What follows belongs to an exercise in optimizing a design on an open flow for small area, a short achievable clock period and few clock cycles per item; a production flow would make more cautious choices. In this exercise RTL edits were held to simulation tests only and were not proved equivalent to the original. Power is estimated from default activity; no workload was simulated.

==> flow/design.v (excerpt) <==
module double_int32_wrap_bitwise_alu_core (
  input  wire logic        clk,
  input  wire logic        rst,
  input  wire logic        in_valid,
  output logic             in_stall,
  input  wire logic [2:0]  command,
  input  wire logic [63:0] operand_a,
  input  wire logic [63:0] operand_b,
  output logic             out_valid,
  input  wire logic        out_stall,
  output logic [63:0]      result_double,
  output logic [31:0]      result_word,
  output logic             result_unsigned
);
For scale: about 2500 cells after synthesis, about 23000 um^2 of cells after synthesis.
clock: 5.0 ns
lec_check: 0
cap_margin: 20
core_margin: 2
core_utilization: 60
place_density: 0.75
setup_slack_margin: 1.5
slew_margin: 20
run.sh (not shown) runs the stock make flow with config.mk's settings and CLKGATE_MAP_FILE= SYNTH_SCRIPT=/design/flow/synth_recipe.tcl, a recipe that flattens the netlist after the stock synthesis.
Testbench counts at the start, summed over its fixed seeds: cycles 24,032, items 24,000.
Edit:
Settings changed: ABC_AREA set to 1, CORE_UTILIZATION 60 to 40, PLACE_DENSITY 0.75 to not set.
Effect: Power came out lower by 18%; routed wire length came out lower by 2.3%; synthesized cell count came out higher by 30%; utilization came out lower by 30 points; worst setup slack improved by 0.53 ns; first-iteration DRC count came out lower by 33%.
Edit:
Settings changed: ABC_AREA 1 to not set, SETUP_SLACK_MARGIN 1.5 to not set.
The changed run produced a clean layout.
Die area goes up by 0.62%.
Worst hold slack degrades by 0.0096 ns.
Setup slack loses 1.1 ns.
First-iteration DRC count shrinks by 19%.
Non-clock buffer count fell by 2.
Edit:
Settings changed: ABC_AREA set to 1, SETUP_SLACK_MARGIN set to 2.2.
Effect:
- core utilization is higher by 8.8 points
- via count went up by 22%
- routed wire length rises by 19%
- synthesized area fell by about 0.6%
- first-iteration DRC count grows by 36%
- total power goes up by about 20%
Edit:
==> flow/flow/run.sh (new file) <==
#!/bin/bash
# Standard flow, except that the port buffers are buf_2 cells (not the default
# delay-buffer cells) and the resizer may swap cells across footprints.
set -uo pipefail
bash standard.sh MATCH_CELL_FOOTPRINT=0 "BUFFER_PORTS_ARGS=-buffer_cell sky130_fd_sc_hd__buf_2" finish > standard.log 2>&1
==> flow/standard.sh (new file) <==
#!/bin/bash
# synth_recipe.tcl (not shown) runs the flow's synth.tcl, then flattens the netlist and writes it again
# the make line also repeats each setting of config.mk as NAME=value (left out here)
make -C /OpenROAD-flow-scripts/flow DESIGN_CONFIG=/design/flow/config.mk WORK_HOME=/design/flow/orfs CLKGATE_MAP_FILE= SYNTH_SCRIPT=/design/flow/synth_recipe.tcl "${@:-finish}"
removed: flow/run.sh
Setup slack gets worse by 0.028 ns.
Cell count stays flat.
Flip-flop and latch count does not change.
Maximum frequency falls by 0.92%.
Die area is unchanged.
Synthesized area is unchanged.
Critical path depth rose by 1.

========
run A:
Another version of the RTL of double_int32_wrap_bitwise_alu_core (not shown whole).
Size: roughly 2,900 cells after synthesis, roughly 260 flip-flops, about 230 I/O pins, roughly 21,000 µm² of cells after synthesis.
clock: 5.0 ns
lec_check: 0
abc_area: 1
cap_margin: 20
core_margin: 2
core_utilization: 40
setup_slack_margin: 2.0
slew_margin: 20
standard.sh (not shown) runs the stock make flow with config.mk's settings and CLKGATE_MAP_FILE= SYNTH_SCRIPT=/design/flow/synth_recipe.tcl, a recipe that flattens the netlist after the stock synthesis.
==> flow/flow/run.sh <==
#!/bin/bash
# Standard flow, except that the port buffers are buf_2 cells (not the default
# delay-buffer cells) and the resizer may swap cells across footprints.
set -uo pipefail
bash standard.sh MATCH_CELL_FOOTPRINT=0 "BUFFER_PORTS_ARGS=-buffer_cell sky130_fd_sc_hd__buf_2" finish > standard.log 2>&1
Run A reached the end of the flow, and the finished layout is clean on the timing, design-rule and antenna checks.
Testbench counts of run A, summed over its fixed seeds: cycles 24,032, items 24,000.
Inputs modified between run A and run B:
# run A
export LEC_CHECK = 0
export ABC_AREA = 1
export CAP_MARGIN = 20
export CORE_MARGIN = 2
export CORE_UTILIZATION = 40
export SETUP_SLACK_MARGIN = 2.0
export SLEW_MARGIN = 20
create_clock -name core_clock -period 5.0 [get_ports {clk}]
# run B
export LEC_CHECK = 0
export ABC_AREA = 1
export CAP_MARGIN = 20
export CORE_MARGIN = 2
export CORE_UTILIZATION = 40
export SETUP_SLACK_MARGIN = 1.8
export SLEW_MARGIN = 20
create_clock -name core_clock -period 5.0 [get_ports {clk}]
Notes after the runs:
Setup slack in run B is smaller than in run A. [compare] base=run A new=run B: proportion of power drawn by flip-flops and latches saw an increase; minimum clock period after layout rose 140 ps. Taking run A as the reference, in run B global routing usage summed across all routing layers level, sequential power held steady, combinational fraction of design power lower.
diff inputs: run B => run C
# run B
export LEC_CHECK = 0
export ABC_AREA = 1
export CAP_MARGIN = 20
export CORE_MARGIN = 2
export CORE_UTILIZATION = 40
export SETUP_SLACK_MARGIN = 1.8
export SLEW_MARGIN = 20
create_clock -name core_clock -period 5.0 [get_ports {clk}]
# run C
export LEC_CHECK = 0
export ABC_AREA = 1
export CAP_MARGIN = 20
export CORE_MARGIN = 2
export CORE_UTILIZATION = 40
export SETUP_SLACK_MARGIN = 2.1
export SLEW_MARGIN = 20
create_clock -name core_clock -period 5.0 [get_ports {clk}]
## What came out
The clock latency on the worst-skew pair of run B and that of run C are within noise of each other.
Number of cells traversed by the worst register-to-register path was lower in run B than in run C.
Sort run B and run C by detail-routed net length per standard cell, ascending, and run B comes first.
Fmax | run C vs run B | run C faster
met2 layer usage reported by global route for run C: 0.69 points up relative to run B
Higher power density over cell area goes to run C over run B.
Summary — global-route usage, run C relative to run B: higher, by 0.38 points.
Diff run B -> run C: largest fanout of any net on the critical path down 14, wire length up 3.0%, worst setup slack up 150 ps, final weighted congestion in routability-driven placement down about 6%.
What run D does differently from run C at the input level:
# run C
export LEC_CHECK = 0
export ABC_AREA = 1
export CAP_MARGIN = 20
export CORE_MARGIN = 2
export CORE_UTILIZATION = 40
export SETUP_SLACK_MARGIN = 2.1
export SLEW_MARGIN = 20
create_clock -name core_clock -period 5.0 [get_ports {clk}]
# run D
export LEC_CHECK = 0
export ABC_AREA = 1
export CAP_MARGIN = 20
export CORE_MARGIN = 2
export CORE_UTILIZATION = 40
export PLACE_DENSITY = 0.72
export SETUP_SLACK_MARGIN = 1.9
export SLEW_MARGIN = 20
create_clock -name core_clock -period 5.0 [get_ports {clk}]
Notes after the runs:
Looking at the reports, run D completed the entire flow and the layout it produced met the timing, design-rule and antenna checks. Delta(final estimated routing congestion in global placement, run D - run C) > 0. Compared run D against run C; fmax within noise. From run C to run D the numbers moved as follows: worst-case clock skew decreased by 3.3 ps relative to the old numbers; final area decreased by 5.7% relative to the old numbers; number of signal-net buffers in the layout decreased by 53 relative to the old numbers.

## port drivers added, routing unchanged
No port has a modelled driver above. Below, the same layouts with a new extraction and two added sets of constraints. Step 1 sets driving cells, clkbuf_16 on the clock port and buf_2 on the other inputs (assumed; they add their load-dependent delay and slew). Step 2, shift: input delay + t, output delay - t, t = (earliest + latest rising clock arrival at the registers) / 2. This alone moves slack from input paths to output paths. Three values: no drivers, after step 1, after step 2; two values: the first two.
run	t (ns)	setup slack, ns	worst slew at a driven data input, ns
the first run of note 1	0.621	1.105 / 1.105 / 1.073	0.05
the second run of note 1	0.637	1.636 / 1.613 / 1.224	0.05
the third run of note 1	0.637	0.583 / 0.583 / 0.583	0.05
the fourth run of note 1	0.643	1.971 / 1.971 / 1.649	0.05
the fifth run of note 1	0.633	1.943 / 1.943 / 1.815	0.05
run A	0.609	2.030 / 2.030 / 1.555	0.05
run B	0.623	1.889 / 1.889 / 1.386	0.05
run C	0.607	2.037 / 2.037 / 1.688	0.05
run D	0.616	2.034 / 2.034 / 1.566	0.05
After both steps every run listed still meets setup and hold. For run B, which loses most, drivers alone change the setup slack by 0.000 ns; drivers and shift together by -0.503 ns.
